From an optimization exercise on the open Yosys and OpenROAD flow, aimed at small area, a short achievable clock period and few clock cycles; shortcuts taken in it are not production practice.
For this run, only the layout was checked, not whether the RTL still works.
Power is estimated from default activity; no workload was simulated.

==> flow/design.v <==
`default_nettype none
package md_pkg;
    localparam int XLEN = 32;    
    typedef enum logic [2:0] {
        OP_NONE  = 3'd0,
        OP_MULT  = 3'd1,
        OP_MULTU = 3'd2,
        OP_DIV   = 3'd3,
        OP_DIVU  = 3'd4,
        OP_MTHI  = 3'd5,
        OP_MTLO  = 3'd6
    } md_op_t;
endpackage
`default_nettype wire
`timescale 1ns/100ps
`default_nettype none
module md_unit (
    input  logic        CLK,
    input  logic        RST_X,
    input  logic        start,
    input  md_pkg::md_op_t op,
    input  logic [31:0] a,
    input  logic [31:0] b,
    output logic        busy,
    output logic        done,
    output logic [31:0] hi,
    output logic [31:0] lo
);
    localparam logic [2:0] S_IDLE = 3'd0;
    localparam logic [2:0] S_MUL  = 3'd1;    
    localparam logic [2:0] S_MFIX = 3'd2;    
    localparam logic [2:0] S_DNEG = 3'd3;    
    localparam logic [2:0] S_DIV  = 3'd4;    
    localparam logic [2:0] S_QNEG = 3'd5;    
    localparam logic [2:0] S_RNEG = 3'd6;    
    logic [2:0]  state, state_n;
    logic [31:0] hi_n, lo_n;
    logic        hx, hx_n;           
    logic [31:0] m;                  
    logic        ms;                 
    logic        p, p_n;             
    logic [5:0]  cnt, cnt_n;         
    logic        sgn, na, nb, zb;    
    logic        done_n;
    logic [1:0]  asel;               
    logic        ainv;
    logic [1:0]  bsel;               
    logic        binv;
    logic [34:0] opa, opb, s;
    logic [34:0] m35;
    assign m35 = {{2{ms}}, ms, m};
    always_comb begin
        case (asel)
            2'd0:    opa = {{2{hx}}, hx, hi};
            2'd1:    opa = {2'b00, hi, lo[31]};
            default: opa = {3'b000, lo};
        endcase
        opa = opa ^ {35{ainv}};
        case (bsel)
            2'd1:    opb = m35;
            2'd2:    opb = {m35[33:0], 1'b0};
            default: opb = '0;
        endcase
        opb = opb ^ {35{binv}};
    end
    assign s = opa + opb + {34'b0, ainv | binv};
    logic b_nz, b_two, b_neg;
    assign b_nz  = !(lo[1] == lo[0] && lo[0] == p);
    assign b_two = (lo[1] != lo[0]) && (lo[0] == p);
    assign b_neg = lo[1];
    logic mk16, mk4;
    assign mk16 = (lo[15:0] == {16{p}}) && (cnt <= 6'd16);
    assign mk4  = (lo[3:0]  == {4{p}})  && (cnt <= 6'd28);
    logic [31:0] dv;                 
    logic [31:0] gmask;              
    logic        fits;
    logic        dk16, dk4;
    assign dv = m ^ {32{ms}};
    always_comb begin
        gmask[31] = 1'b1;
        for (int j = 30; j >= 0; j--) gmask[j] = gmask[j+1] & !dv[j+1];
    end
    assign dk16 = (hi[31:16] == '0) && ((({hi[15:0], lo[31:16]}) & gmask) == '0)
                  && (cnt <= 6'd16);
    assign dk4  = (hi[31:28] == '0) && ((({hi[27:0], lo[31:28]}) & gmask) == '0)
                  && (cnt <= 6'd28);
    assign fits = !s[34];
    logic is_mul, is_div, is_sgn;
    assign is_mul = (op == md_pkg::OP_MULT) || (op == md_pkg::OP_MULTU);
    assign is_div = (op == md_pkg::OP_DIV)  || (op == md_pkg::OP_DIVU);
    assign is_sgn = (op == md_pkg::OP_MULT) || (op == md_pkg::OP_DIV);
    always_comb begin
        state_n = state;
        hi_n    = hi;
        lo_n    = lo;
        hx_n    = hx;
        p_n     = p;
        cnt_n   = cnt;
        done_n  = 1'b0;
        asel    = 2'd0;
        ainv    = 1'b0;
        bsel    = 2'd0;
        binv    = 1'b0;
        case (state)
            S_MUL: begin
                asel = 2'd0;
                if (mk16) begin
                    {hx_n, hi_n, lo_n} = {{16{hx}}, hx, hi, lo[31:16]};
                    cnt_n = cnt + 6'd16;
                end else if (mk4) begin
                    {hx_n, hi_n, lo_n} = {{4{hx}}, hx, hi, lo[31:4]};
                    cnt_n = cnt + 6'd4;
                end else begin
                    bsel = b_nz ? (b_two ? 2'd2 : 2'd1) : 2'd0;
                    binv = b_nz & b_neg;
                    {hx_n, hi_n, lo_n} = {s[34:0], lo[31:2]};
                    p_n   = lo[1];
                    cnt_n = cnt + 6'd2;
                end
                if (cnt_n[5]) begin
                    if (!sgn && p_n) state_n = S_MFIX;
                    else begin
                        state_n = S_IDLE;
                        done_n  = 1'b1;
                    end
                end
            end
            S_MFIX: begin
                asel    = 2'd0;
                bsel    = 2'd1;
                hi_n    = s[31:0];
                state_n = S_IDLE;
                done_n  = 1'b1;
            end
            S_DNEG: begin
                asel    = 2'd2;
                ainv    = 1'b1;
                lo_n    = s[31:0];
                state_n = S_DIV;
            end
            S_DIV: begin
                asel = 2'd1;
                bsel = 2'd1;
                binv = !ms;
                if (zb) begin
                    hi_n  = '0;
                    lo_n  = '0;
                    cnt_n = 6'd32;
                end else if (dk16) begin
                    {hi_n, lo_n} = {hi[15:0], lo, 16'b0};
                    cnt_n = cnt + 6'd16;
                end else if (dk4) begin
                    {hi_n, lo_n} = {hi[27:0], lo, 4'b0};
                    cnt_n = cnt + 6'd4;
                end else begin
                    hi_n  = fits ? s[31:0] : {hi[30:0], lo[31]};
                    lo_n  = {lo[30:0], fits};
                    cnt_n = cnt + 6'd1;
                end
                if (cnt_n[5]) begin
                    if (!zb && (na ^ nb)) state_n = S_QNEG;
                    else if (!zb && na)   state_n = S_RNEG;
                    else begin
                        state_n = S_IDLE;
                        done_n  = 1'b1;
                    end
                end
            end
            S_QNEG: begin
                asel = 2'd2;
                ainv = 1'b1;
                lo_n = s[31:0];
                if (na) state_n = S_RNEG;
                else begin
                    state_n = S_IDLE;
                    done_n  = 1'b1;
                end
            end
            S_RNEG: begin
                asel    = 2'd0;
                ainv    = 1'b1;
                hi_n    = s[31:0];
                state_n = S_IDLE;
                done_n  = 1'b1;
            end
            default: ;
        endcase
        if (start) begin
            if (is_mul || is_div) begin
                hi_n    = '0;
                hx_n    = 1'b0;
                lo_n    = a;
                p_n     = 1'b0;
                cnt_n   = '0;
                state_n = is_mul ? S_MUL : ((is_sgn && a[31]) ? S_DNEG : S_DIV);
            end else if (op == md_pkg::OP_MTHI) begin
                hi_n = a;
            end else if (op == md_pkg::OP_MTLO) begin
                lo_n = a;
            end
        end
    end
    always_ff @(posedge CLK or negedge RST_X) begin
        if (!RST_X) begin
            state <= S_IDLE;
            done  <= 1'b0;
            hi    <= '0;
            lo    <= '0;
        end else begin
            state <= state_n;
            done  <= done_n;
            hi    <= hi_n;
            lo    <= lo_n;
        end
    end
    always_ff @(posedge CLK) begin
        hx  <= hx_n;
        p   <= p_n;
        cnt <= cnt_n;
        if (start && (is_mul || is_div)) begin
            m   <= b;
            ms  <= is_sgn && b[31];
            sgn <= is_sgn;
            na  <= is_sgn && a[31];
            nb  <= is_sgn && b[31];
            zb  <= (b == '0);
        end
    end
    assign busy = (state != S_IDLE);
endmodule
`default_nettype wire
==> flow/run.sh <==
#!/bin/bash
# synth_recipe.tcl (not shown) runs the flow's synth.tcl, then flattens the netlist and writes it again
# the make line also repeats each setting of config.mk as NAME=value (left out here)
make -C /OpenROAD-flow-scripts/flow DESIGN_CONFIG=/design/flow/config.mk WORK_HOME=/design/flow/orfs CLKGATE_MAP_FILE= SYNTH_SCRIPT=/design/flow/synth_recipe.tcl finish
==> flow/config.mk <==
export PLATFORM = sky130hd
export DESIGN_NAME = md_unit
export DESIGN_NICKNAME = md_unit
export VERILOG_FILES = /design/flow/design.v
export SDC_FILE = /design/flow/constraint.sdc
export NUM_CORES = 4
export LEC_CHECK = 0
export CAP_MARGIN = 20
export CORE_MARGIN = 2
export CORE_UTILIZATION = 40
export SLEW_MARGIN = 20
==> flow/constraint.sdc <==
create_clock -name core_clock -period 5.5 [get_ports {CLK}]
set_input_delay 1.1000 -clock core_clock [delete_from_list [all_inputs] [get_ports {CLK}]]
set_output_delay 1.1000 -clock core_clock [all_outputs]
set_load 0.01 [all_outputs]
==> flow_summary.toml <==
[outcome]
status = "complete, no violations"

[worst_setup_path]
worstSetupStartpoint = "lo[4]$_DFF_PN0_"
critPathRequiredTime_ns = 5.79
ff2ff_path_depth = 27
worstPathArrival_ns = 5.64
worstPathMaxFanout = 14
start_kind = "flip-flop"
reg2reg_slack_ns = 0.15
crit_end = "hi[2]$_DFF_PN0_"
r2r_end = "hi[2]$_DFF_PN0_"
crit_type = "reg -> reg"
cp-end-kind = "flip-flop"
reg2reg_from = "lo[4]$_DFF_PN0_"

[timing]
worst_slew_pin_slew_ns = 1.211
max_freq_mhz = 186.8
slew_headroom = 0.1851
setup_viol = 0
final_hold_viol_count = 0
period_minus_slack_ns = 5.354
rsz0062_at_grt = "true"
drv_slew = 0
period_share = 0.9735
skew_ns = 0.02366
holdWs_ns = 0.6249

[drt]
post_drt_wl_per_cell_um = 31.47
vias = 18500
vias_per_cell = 6.901
routed_wirelength_um = 84340
route.detailed.drc = 0
drt_iter0_markers = 2795
firstDrtPassIters = 9
ant_nets = 0

[global_routing]
grt_max_degree = 142
grt_pass1_wl_um = 119600
first_global_vias = 17420
gr-usage-all-layers = 0.4312
grt_overflow_total = 0
antenna_found_initial = 4

[power]
p_leak_nw = 7.174
clkPwrFrac = 0.052
vdd_ir_drop_max_uv = 358.3
p_sw_frac = 0.5554
p_per_area_mw_per_mm2 = 760.7
intPower_mw = 6.256
p_switching_mw = 7.815
p_comb_frac = 0.825
p_seq_frac = 0.123

[logic_synthesis]
synthTopCellsByArea = "dfrtp_1 (12%), a21oi_1 (8.1%), edfxtp_1 (7.5%)"
ys_seq_area_frac = 0.2038
syn_area_mm2 = 0.01444
syn_nets = 2106
syn-instance-count = 1993
synth_edf_count = 36
ys_types = 87
async_flop_share = 0.6071
synth_top_area_frac = 0.1178
synth_ff_type = "dfrtp_1"
synth_most_common_cell = "nand2_1"
avgSynthCellArea_um2 = 7.247
ys_ff_latch = 112
synthTopCellsByCount = "nand2_1 (238), a21oi_1 (233), nor2_1 (178), clkbuf_1 (172), o21ai_0 (138)"
yosysTopAreaCell = "dfrtp_1"
yosysWarnings = 1

[finish]
design_area_mm2 = 0.01850
areaGrowthSynthToFinish_pct = 28.07
num-fill-cells = 3566
drive_above_1_share = 0.1975
final_nets = 2321

[run]
cap_viol_max_count = 0

[clock_tree]
path_clk_slew_ns = 0.08
cts_buffers = 9
cts_tree = "yes"
cts_root_buffer = "clkbuf_16"
h-tree-depth = 3
clkSinkCount = 112
clkLatencyLatePin_ns = 0.42
max-clock-path-buffers = 2

[floorplan]
core-area_mm2 = 0.03557
row_count = 69
dieHeight_um = 194.0
num_io_pins = 136
initial_core_util = 0.4060
fp.dieArea_mm2 = 0.03764
die-width_um = 194.0

[hold_path]
min_path_type = "reg -> reg"
hp-start = "p$_DFF_P_"

[place]
place_congestion = 1.054
place_area_mm2 = 0.01773
port_buffers = 135
post-dp-hpwl_um = 60480
power by group through the flow:
stage	clock network (mW)	registers [mW]	logic, mW
6_report	0.735	1.73	11.6
4_1_cts	0.734	1.66	10.8
2_1_floorplan	0	1.38	5.78
5_1_grt	0.756	1.71	12.1
3_5_place_dp	0	1.68	10.7
3_3_place_gp	0	1.68	10.7
flip-flops by register name, summed over array words and instances, names as in the netlist:
name and cells:
sgn 1, cnt 6, state 3, zb 1
p 1, hx 1, lo 32, na 1
done 1, ms 1, hi 32, m 32
final cells by class:
class                           instances  area [µm²]  share of cell area
Inverter                               60       225.2             0.01218
Antenna cell                            6       15.01           0.0008117
Sequential cell                       112        2950              0.1595
Timing Repair Buffer                  421        3641              0.1968
Multi-Input combinational cell       1604       10810              0.5842
Clock inverter                          3       21.27            0.001150
Tap cell                              461       576.8             0.03118
Clock buffer                           13       261.5             0.01414
layer usage:
layer	share of wire	global-route usage
met5	0.00034	0
met4	0.085	0.2890
met3	0.13	0.1499
met2	0.42	0.6441
met1	0.37	0.5228
cell families (layout without fill, tap and decap cells):
group | count (synthesis) | in the layout | share of synthesized area
AOI/OAI and AO/OA | 761 | 761 | 0.3438
and+or+nand+nor | 627 | 627 | 0.1963
buffers and inverters | 277 | 497 | 0.07641
DFF | 112 | 112 | 0.2038
muxes | 102 | 102 | 0.09842
xor gates and xnor gates | 71 | 71 | 0.04306
adders and majority gates | 43 | 43 | 0.03829
other | 0 | 6 | 0
how the worst min path moves through the flow:
stage | end | depth (start not counted)
after floorplan | cnt[0]$_DFF_P_ | 2
after global placement | p$_DFF_P_ | 3
after detailed placement | p$_DFF_P_ | 3
after CTS | p$_DFF_P_ | 3
after global routing | p$_DFF_P_ | 3
final | p$_DFF_P_ | 3
what timing repair did:
item                                    in CTS  in global routing
endpoints found under the setup margin      34                 43
gates resized for setup                     11                 74
buffers inserted                             1                  5
pin swaps                                    4                 36
hold buffers                                 0                  0
cloned                                       0                  2
worst max-delay path, stage by stage (launching register included):
cell	delay [ns]
dfrtp_1	0.38
or4_1	0.52
o21ai_2	0.14
buf_4	0.12
and4_2	0.25
nor2_2	0.05
nand2_2	0.09
o22ai_4	0.09
inv_1	0.08
ha_1	0.20
nor2b_4	0.21
buf_12	0.14
buf_12	0.15
a22oi_2	0.07
xnor2_1	0.13
ha_1	0.31
a211oi_2	0.32
o31ai_4	0.11
a21oi_2	0.21
o31a_1	0.25
a21oi_4	0.08
o31ai_1	0.23
buf_4	0.17
nand2_1	0.08
buf_4	0.21
a211oi_1	0.23
nor3_1	0.11
a221o_1	0.28
layout by cell type (no fill, tap or decap), types with 36 or more instances in the layout:
cell type / Yosys / layout
xnor2_1: 59 / 57
dfrtp_1: 68 / 65
inv_1: 60 / 59
buf_4: 6 / 273
nand3_1: 58 / 57
a21oi_1: 233 / 223
o21ai_0: 138 / 125
nor2_1: 178 / 172
nand2_1: 238 / 235
edfxtp_1: 36 / 36
ha_1: 41 / 40
a22oi_1: 43 / 36
o211ai_1: 42 / 42
mux2i_1: 61 / 61
clkdlybuf4s50_1: 0 / 134
stage by stage:
step / setup slack, ns / total power, mW / utilization / std cells / TNS, ns
after floorplan: 0.01135 / 7.166 / - / 1993 / 0
after global routing: -0.09390 / 14.56 / 0.5196 / 2674 / -0.5582
after global placement: -0.2552 / 12.37 / 0.4985 / 2650 / -3.109
final: 0.1458 / 14.07 / 0.5200 / 2680 / 0
after CTS: 0.02886 / 13.22 / 0.5081 / 2667 / 0
after detailed placement: -0.1777 / 12.40 / 0.4985 / 2650 / -2.111

## re-timing with driven ports
In the flow no input, the clock included, has a driving cell. The finished layout below was timed again as built, in two steps.
Step 1, drivers: a clkbuf_16 drives CLK and a buf_2 each remaining input, both assumed.
Step 2, shift: input delay + t, output delay - t, t = (earliest + latest rising clock arrival at the registers) / 2. This alone moves slack from input paths to output paths.
Slacks: ideal / step 1 / step 2; pairs: ideal / step 1.
t, ns: 0.463
slack for setup (ns): 0.146 / 0.146 / 0.146
worst setup path after step 2: register to register
slew at the worst register clock pin (ns): 0.10 / 0.10
pins driven straight from the clock port: 1
After both steps setup and hold are still met in this run. The setup slack of this run moves by 0.000 ns with the drivers and by 0.000 ns with both steps.
